This design comes from an exercise in tuning for small area, a short achievable clock period and few clock cycles per item on the open sky130 flow, not from production work. No run shown here included a check of the RTL's function; only the layout flow was run.

## flow/design.v (module list and top-level ports; edited modules follow where they fit)
// module poly_horner_seq: 1841 lines
// module phs_fa: 5 lines
module poly_horner_seq (
    input  logic               clk,
    input  logic               rst,
    input  logic               coeff_we,
    input  logic [3:0]         coeff_addr,
    input  logic signed [15:0] coeff_wdata,
    input  logic signed [15:0] x,
    input  logic               start,
    output logic               busy,
    output logic               done,
    output logic signed [31:0] sum,
    output logic               ovf
);
  // ...
==> flow/run.sh <==
#!/bin/bash
# synth_recipe.tcl (not shown) runs the flow's synth.tcl, then flattens the netlist and writes it again
# the make line also repeats each setting of config.mk as NAME=value (left out here)
make -C /OpenROAD-flow-scripts/flow DESIGN_CONFIG=/design/flow/config.mk WORK_HOME=/design/flow/orfs CLKGATE_MAP_FILE= SYNTH_SCRIPT=/design/flow/synth_recipe.tcl finish
==> flow/config.mk <==
export PLATFORM = sky130hd
export DESIGN_NAME = poly_horner_seq
export DESIGN_NICKNAME = poly_horner_seq
export VERILOG_FILES = /design/flow/design.v
export SDC_FILE = /design/flow/constraint.sdc
export NUM_CORES = 4
export LEC_CHECK = 0
export ABC_AREA = 1
export CAP_MARGIN = 20
export CORE_MARGIN = 2
export CORE_UTILIZATION = 40
export SETUP_SLACK_MARGIN = 3.7
export SLEW_MARGIN = 20
export SYNTH_HIERARCHICAL = 1
export SYNTH_MINIMUM_KEEP_SIZE = 0
==> flow/constraint.sdc <==
create_clock -name core_clock -period 9.0 [get_ports {clk}]
set_input_delay 1.8000 -clock core_clock [delete_from_list [all_inputs] [get_ports {clk}]]
set_output_delay 1.8000 -clock core_clock [all_outputs]
set_load 0.01 [all_outputs]
==> impl_results.md, run 1 <==
- Status: finished clean
- Critical Path Start: r_bone[0]
- Clock transition at path regs: about 50 ps
- Largest family of logic cells by synthesized area: adder cells
- Clock Buffer Count: 48
- Post-route cell area: about 27000 µm²
- Buffers, non-clock: approximately 170
- Worst hold path cell count: 2
- # IOs: 75
- Async set or reset register ratio after synthesis: between 15 and 20%
- Mux cell area share after synthesis: 0%
- Dominant class by area: multi-input gates
- Worst Setup End Kind: register
- Initial Util: 40.3%
- Number of max-cap violations: 0
- Unique masters post-synth: 50
- Hold slack: 454 ps
- CP max stage delay: roughly 530 ps
- Top cells by count, synth: 418 x nand2_1, 276 x xor2_1, 269 x o22ai_1
- Max layer used: met5
- Setup WS post-layout: about 4000 ps
- Leading registers by flop count: r_coeff x176, r_acc x32, r_c x17
- Inserted Clock Buffers: 34
==> run 2, diff against run 1 <==
--- a/flow/design.v
+++ b/flow/design.v
@@ -12,17 +12,19 @@
     output logic signed [31:0] sum,
     output logic               ovf
 );
     logic signed [15:0] r_coeff [0:10];
     logic [10:0]        r_cval;
     logic [7:0]         r_bone, r_btwo, r_bneg;
     logic signed [31:0] r_acc;
     logic signed [16:0] r_c, w_cn, w_n7;
-    logic               r_ge, r_cneg, w_ge, w_cy15, r_hi_one, r_hi_zero;
+    logic               r_ge, r_cneg, w_ge, w_cy15;
+    logic               r_hi_one, r_hi_zero, r_mid_one, r_mid_zero;
+    logic               w_mid_one, w_mid_zero, w_defer;
     logic [16:0]        w_y;
     logic signed [16:0] w_craw;
     logic               w_n7n;
     logic [3:0]         r_idx, w_idx_n, w_idx_r;
     logic               r_busy, r_done, r_ovf;
     logic signed [15:0] w_c, w_crd, w_c9;
     logic [7:0]         w_xone, w_xtwo, w_xneg;
     logic [47:0]        w_ra, w_rb;
@@ -1778,22 +1780,25 @@
     assign w_s[28] = w_p0[28] ^ pg892;
     assign w_s[29] = w_p0[29] ^ pg894;
     assign w_s[30] = w_p0[30] ^ pg896;
     assign w_s[31] = w_p0[31] ^ pg898;
     assign w_c31 = pg898;
     assign w_cy15 = pg850;
     assign w_hi_one = ((w_ra[32] ^ w_rb[32]) ^ (w_ra[31] & w_rb[31])) & ((w_ra[33] ^ w_rb[33]) ^ (w_ra[32] & w_rb[32])) & ((w_ra[34] ^ w_rb[34]) ^ (w_ra[33] & w_rb[33])) & ((w_ra[35] ^ w_rb[35]) ^ (w_ra[34] & w_rb[34])) & ((w_ra[36] ^ w_rb[36]) ^ (w_ra[35] & w_rb[35])) & ((w_ra[37] ^ w_rb[37]) ^ (w_ra[36] & w_rb[36])) & ((w_ra[38] ^ w_rb[38]) ^ (w_ra[37] & w_rb[37])) & ((w_ra[39] ^ w_rb[39]) ^ (w_ra[38] & w_rb[38])) & ((w_ra[40] ^ w_rb[40]) ^ (w_ra[39] & w_rb[39])) & ((w_ra[41] ^ w_rb[41]) ^ (w_ra[40] & w_rb[40])) & ((w_ra[42] ^ w_rb[42]) ^ (w_ra[41] & w_rb[41])) & ((w_ra[43] ^ w_rb[43]) ^ (w_ra[42] & w_rb[42])) & ((w_ra[44] ^ w_rb[44]) ^ (w_ra[43] & w_rb[43])) & ((w_ra[45] ^ w_rb[45]) ^ (w_ra[44] & w_rb[44])) & ((w_ra[46] ^ w_rb[46]) ^ (w_ra[45] & w_rb[45])) & ((w_ra[47] ^ w_rb[47]) ^ (w_ra[46] & w_rb[46]));
     assign w_hi_zero = ~((w_ra[32] ^ w_rb[32]) ^ (w_ra[31] | w_rb[31])) & ~((w_ra[33] ^ w_rb[33]) ^ (w_ra[32] | w_rb[32])) & ~((w_ra[34] ^ w_rb[34]) ^ (w_ra[33] | w_rb[33])) & ~((w_ra[35] ^ w_rb[35]) ^ (w_ra[34] | w_rb[34])) & ~((w_ra[36] ^ w_rb[36]) ^ (w_ra[35] | w_rb[35])) & ~((w_ra[37] ^ w_rb[37]) ^ (w_ra[36] | w_rb[36])) & ~((w_ra[38] ^ w_rb[38]) ^ (w_ra[37] | w_rb[37])) & ~((w_ra[39] ^ w_rb[39]) ^ (w_ra[38] | w_rb[38])) & ~((w_ra[40] ^ w_rb[40]) ^ (w_ra[39] | w_rb[39])) & ~((w_ra[41] ^ w_rb[41]) ^ (w_ra[40] | w_rb[40])) & ~((w_ra[42] ^ w_rb[42]) ^ (w_ra[41] | w_rb[41])) & ~((w_ra[43] ^ w_rb[43]) ^ (w_ra[42] | w_rb[42])) & ~((w_ra[44] ^ w_rb[44]) ^ (w_ra[43] | w_rb[43])) & ~((w_ra[45] ^ w_rb[45]) ^ (w_ra[44] | w_rb[44])) & ~((w_ra[46] ^ w_rb[46]) ^ (w_ra[45] | w_rb[45])) & ~((w_ra[47] ^ w_rb[47]) ^ (w_ra[46] | w_rb[46]));
+    assign w_mid_one = (w_ra[15] ^ w_rb[15] ^ w_cy15) & ((w_ra[16] ^ w_rb[16]) ^ (w_ra[15] & w_rb[15])) & ((w_ra[17] ^ w_rb[17]) ^ (w_ra[16] & w_rb[16])) & ((w_ra[18] ^ w_rb[18]) ^ (w_ra[17] & w_rb[17])) & ((w_ra[19] ^ w_rb[19]) ^ (w_ra[18] & w_rb[18])) & ((w_ra[20] ^ w_rb[20]) ^ (w_ra[19] & w_rb[19])) & ((w_ra[21] ^ w_rb[21]) ^ (w_ra[20] & w_rb[20])) & ((w_ra[22] ^ w_rb[22]) ^ (w_ra[21] & w_rb[21])) & ((w_ra[23] ^ w_rb[23]) ^ (w_ra[22] & w_rb[22])) & ((w_ra[24] ^ w_rb[24]) ^ (w_ra[23] & w_rb[23])) & ((w_ra[25] ^ w_rb[25]) ^ (w_ra[24] & w_rb[24])) & ((w_ra[26] ^ w_rb[26]) ^ (w_ra[25] & w_rb[25])) & ((w_ra[27] ^ w_rb[27]) ^ (w_ra[26] & w_rb[26])) & ((w_ra[28] ^ w_rb[28]) ^ (w_ra[27] & w_rb[27])) & ((w_ra[29] ^ w_rb[29]) ^ (w_ra[28] & w_rb[28])) & ((w_ra[30] ^ w_rb[30]) ^ (w_ra[29] & w_rb[29]));
+    assign w_mid_zero = ~(w_ra[15] ^ w_rb[15] ^ w_cy15) & ~((w_ra[16] ^ w_rb[16]) ^ (w_ra[15] | w_rb[15])) & ~((w_ra[17] ^ w_rb[17]) ^ (w_ra[16] | w_rb[16])) & ~((w_ra[18] ^ w_rb[18]) ^ (w_ra[17] | w_rb[17])) & ~((w_ra[19] ^ w_rb[19]) ^ (w_ra[18] | w_rb[18])) & ~((w_ra[20] ^ w_rb[20]) ^ (w_ra[19] | w_rb[19])) & ~((w_ra[21] ^ w_rb[21]) ^ (w_ra[20] | w_rb[20])) & ~((w_ra[22] ^ w_rb[22]) ^ (w_ra[21] | w_rb[21])) & ~((w_ra[23] ^ w_rb[23]) ^ (w_ra[22] | w_rb[22])) & ~((w_ra[24] ^ w_rb[24]) ^ (w_ra[23] | w_rb[23])) & ~((w_ra[25] ^ w_rb[25]) ^ (w_ra[24] | w_rb[24])) & ~((w_ra[26] ^ w_rb[26]) ^ (w_ra[25] | w_rb[25])) & ~((w_ra[27] ^ w_rb[27]) ^ (w_ra[26] | w_rb[26])) & ~((w_ra[28] ^ w_rb[28]) ^ (w_ra[27] | w_rb[27])) & ~((w_ra[29] ^ w_rb[29]) ^ (w_ra[28] | w_rb[28])) & ~((w_ra[30] ^ w_rb[30]) ^ (w_ra[29] | w_rb[29]));
     assign w_sovf = ~((r_hi_one & r_acc[31]) | (r_hi_zero & ~r_acc[31]));
     assign w_y    = {2'b00, w_ra[14:0]} + {2'b00, w_rb[14:0]} +
                     {2'b00, ~w_craw[14:0]} + 17'd1;
     assign w_ge   = w_cy15 ? w_y[16] : (w_y[16] | w_y[15]);
-    assign w_chi  = ~r_acc[31] & (&r_acc[30:15]) & r_cneg & r_ge;
-    assign w_clo  = r_acc[31] & ~(|r_acc[30:15]) & ~r_cneg & ~r_ge;
+    assign w_chi  = ~r_acc[31] & r_mid_one & r_cneg & r_ge;
+    assign w_clo  = r_acc[31] & r_mid_zero & ~r_cneg & ~r_ge;
+    assign w_defer = w_sovf | w_chi | w_clo;
     always_ff @(posedge clk or posedge rst) begin
         if (rst) begin
             r_busy <= 1'b0;
             r_done <= 1'b0;
             r_idx  <= 4'd10;
             r_bone <= '0;
             r_btwo <= '0;
             r_bneg <= '0;
@@ -1819,30 +1824,32 @@
     end
     always_ff @(posedge clk) begin
         if (w_wr) r_coeff[coeff_addr] <= coeff_wdata;
     end
     always_ff @(posedge clk) begin
         r_c     <= w_cn;
         r_ge    <= w_ge;
         r_cneg  <= w_craw[15];
-        r_hi_one  <= w_hi_one;
-        r_hi_zero <= w_hi_zero;
+        r_hi_one   <= w_hi_one;
+        r_hi_zero  <= w_hi_zero;
+        r_mid_one  <= w_mid_one;
+        r_mid_zero <= w_mid_zero;
         if (w_acc_st | r_busy) begin
             r_acc <= w_s;
         end
         if (w_acc_st) begin
             r_ovf <= 1'b0;
         end else if (r_busy | r_done) begin
-            r_ovf <= r_ovf | w_sovf | w_chi | w_clo;
+            r_ovf <= r_ovf | w_defer;
         end
     end
     assign busy = r_busy;
     assign done = r_done;
     assign sum  = r_acc;
-    assign ovf  = r_ovf | (r_done & (w_sovf | w_chi | w_clo));
+    assign ovf  = r_ovf | (r_done & w_defer);
 endmodule
 `default_nettype wire
 module phs_fa (input logic a, input logic b, input logic c,
                output logic s, output logic co);
     assign s  = a ^ b ^ c;
     assign co = (a & b) | (a & c) | (b & c);
 endmodule
==> run 2 against run 1 <==
Against the previous run:
- still clean on timing, DRC and antenna
- first-iteration DRC count shrank 11%
- setup slack lost 47 ps
- routed wire length grew 0.95%
- non-clock buffer count grew 39
- synthesized cell count is essentially flat
- global-route usage shrank 0.49 points
- final cell count grew 1.3%
- critical path type unchanged
- highest routed layer is now met4
==> impl_results.md, run 2 <==
- Global-route wire length before repair: 111 mm
- CP max FO: 17
- Worst Setup End Kind: register
- Synth Flop Type: edfxtp_1
- CTS Buffer Depth: 3
- Largest family of logic cells by synthesized area: adder cells
- CTS HTree Levels: 1
- Peak Freq: 194 MHz
- Top cells by count, synth: 362 x nand2_1, 298 x xor2_1, 268 x inv_1, 268 x o22ai_1, 239 x fa_1
- Clock sink count: 273
- Number of setup violations in the final report: 0
- Leading registers by flop count: r_coeff x176, r_acc x32, r_c x17
- Post-synthesis adder-cell area fraction: a little over a quarter
- Mux cell area share after synthesis: 0% (unchanged)
- Final Slew Violations: 0
- Setup WS post-layout: 3850 ps (-47.3 ps)
- Hold slack: 467 ps (+12.8 ps)
- Async set or reset register ratio after synthesis: 15.0% (-0.11 points)
- Final period util: 57.2%
- R2r worst-path depth: 16
- DRC viols: 0
- RR Endpoint: r_mid_one
- Syn Area/Cell: about 9.7 µm²
- Drt first pass iters: 7
- Initial antenna violation count: 0
- YS warnings: 7
- Synthesized instance count: between 2000 and 2500
- Diodes inserted: 0
- Die height: about 250 µm
- Critical path startpoint category: register
- Die width: about 250 µm
- Post-DP HPWL: 49.3 mm
- Slew headroom: 34.9%
- CTS tree: built
- Worst hold path cell count: 2 (unchanged)
- Leading post-synthesis cells by cell area: edfxtp_1 26%, fa_1 20%, xor2_1 11%, o22ai_1 7.0%, ha_1 6.4%
- Inserted Clock Buffers: 31 (-8.8%)
- Critical Path RT: between 9000 and 10000 ps
- Layout cells sized above 1: between 10% and 20%
- Nets: ~3000
- Register area share after synthesis: ~32%
- Reg-to-reg slack, setup: 3850 ps
- Unique masters post-synth: 60 (+20%)
- Cell with the most instances after synthesis: nand2_1
- Commonest cells after routing, fill and taps aside: 359 x nand2_1, 297 x xor2_1, 268 x o22ai_1, 237 x fa_1, 227 x inv_1
- CTS Root Cell: clkbuf_16
- Most common cell after layout, fill and taps aside: nand2_1
- Vias: about 19000
- Vias in the first global route: a little under 20000
- Routed WL: ~70 mm
- Gp weighted congestion: just under 0.9
- FF-to-FF Start: r_bone[5]
- CTS Hold Bufs: 0
- Drt wl/cell: 21.0 µm
- Sum of negative setup slack: 0 ps
- Synthesized-area fraction occupied by and/or/nand/nor cells: a little under an eighth
- Top reg by flops: r_coeff
- Post-synth EDFFs: approximately 210
- Crit path DAT: 5670 ps
- Endpoints failing hold: 0
- Port Buffer Count: between 70 and 80
- Post-Synth XOR/XNOR Area: between 10% and 20%
- WHS Endpoint: r_cval[0]
- Synth Net Count: about 2900
- Clock transition at path regs: 60 ps (about the same)
- Hold Startpoint: r_cval[0]
- Max FFs per register: between 150 and 200
- Worst Tran Pin Value: 974 ps
- Crit path kind: register to register
- Area of the core: roughly 60000 µm²
- Drt first-iter violations: 1556
- Largest net degree at the start of global routing: 60
- Final min period: approximately 5100 ps
- Initial Util: 40.2% (-0.14 points)
- Worst Clk Skew: about 12 ps
- Total track usage: 22.5%
- RSZ-0062 raised after global routing: true
- # IOs: 75 (unchanged)
- Pre-CTS WS: roughly 3200 ps
- Number of max-cap violations: 0 (unchanged)
- #FFs+latches synth: around 270
- Overall die area: a little over 60000 µm²
- Synth area leader: edfxtp_1
- Drt via density: between 5 and 6
- Compound-Gate Fraction of Synth Area: between 10% and 20%
- Antenna viol nets, final: 0
- Post-synth top area share: 25.9%
- GRT Residual Overflow: 0
- Status: finished clean
- Area grow syn2layout: 14.9%
- FILL cells: approximately 5700
- Row count: 90
- HP Class: register to register
- Post-Syn Area: approximately 24000 µm²
- Clk latency of the worst-skew pair: between 500 and 600 ps
[run 2: changes by cell type in the layout (fill, tap and decap cells not counted), moves of 9 or more]
cell        change
a21oi_1        -20
nand2_1        -57
buf_4          +31
ha_1            +9
xor2_1         +23
clkinvlp_4     +20
o21ai_0        +13
nor2_1         +27
o21bai_2       +10
buf_12         +11
nand3_1        -11
[run 2: area by class of cell]
type	instances	area [µm²]	share of cell area [%]
inverter	275	1190	4.30
tap	782	978	3.53
timing repair buffer	206	1930	6.97
multi-input combinational	1760	14800	53.4
clock buffer	34	787	2.84
timing repair inverter	2	12.5	0.0452
clock inverter	23	231	0.836
sequential	273	7770	28.1
[run 2: kinds of logic (layout without fill, tap and decap cells)]
| kind of cell | count (synthesis) | count (layout) |
|---|---|---|
| flip-flops | 273 | 273 |
| AND/OR/NAND/NOR | 643 | 643 |
| adder cells (fa/ha/maj) | 363 | 363 |
| AO/OA/AOI/OAI | 445 | 445 |
| buffers and inverters | 444 | 540 |
| XOR/XNOR | 309 | 309 |
[run 2: how the worst max path moves through the flow]
stage	startpoint	slack, ps	cells past startpoint	to
finish	r_bone[5]	3850	16	r_mid_one
global route	r_acc[12]	3630	20	r_acc[29]
floorplan	r_bneg[0]	4050	19	r_acc[29]
CTS	r_acc[13]	3630	19	r_acc[29]
global placement	r_bone[0]	3340	19	r_acc[29]
detailed placement	r_bone[0]	3200	19	r_acc[29]
[run 2: what timing repair did]
action | in CTS | in global routing
resized for setup | 23 | 56
gates cloned | 1 | 1
setup endpoints to repair | 23 | 16
pin swaps | 0 | 4
buffers inserted | 18 | 77
[run 2: per-module statistics from Yosys, one instance, submodules excluded]
module / flip-flops and latches / cells
phs_fa: 0 / 1
poly_horner_seq: 273 / 2263
[run 2: per-layer routing]
metal,share of wire [%],track usage [%]
met4,3.7,8.74
met2,50,38.9
met3,6.6,3.18
met5,0,0
met1,40,28.5
[run 2: critical path: stages, from the launching register on]
cell	delay [ps]
dfrtp_1	410
clkinvlp_4	240
buf_4	200
buf_4	200
o22ai_1	220
xor2_1	120
fa_1	470
fa_1	490
fa_1	540
fa_1	460
ha_1	260
fa_1	540
nand4_1	130
or4_1	410
nor3_1	140
nand3_1	140
nor2_1	110
[run 2: stage by stage]
| step | util, % | cells | cell area, µm² |
|---|---|---|---|
| detailed placement | 42.4 | 3201 | 25500 |
| global placement | 42.4 | 3201 | 25500 |
| global route | 46.1 | 3355 | 27700 |
| floorplan | - | 2477 | 24100 |
| CTS | 44.6 | 3277 | 26700 |
| finish | 46.1 | 3355 | 27700 |

static timing again, ports no longer ideal:
In the flow no input, the clock included, has a driving cell. The finished layouts below were timed again as built, in two steps. Step 1 sets driving cells, clkbuf_16 on the clock port and buf_2 on the other inputs (assumed; they add their load-dependent delay and slew). Step 2 moves the port delays by t, midway between the first and last clock arrival at a register: inputs arrive t later, outputs are due t later. That takes back most of the time a late clock gives input paths. Slacks: ideal ports / drivers / drivers and shift; pairs: ideal ports / drivers.
run | t (ns) | setup slack, ns | clock arrival spread, ns
run 1 | 0.601 | 3.899 / 3.875 / 3.899 | 0.029 / 0.029
run 2 | 0.642 | 3.852 / 3.852 / 3.852 | 0.012 / 0.012
After both steps every run listed still meets setup and hold.
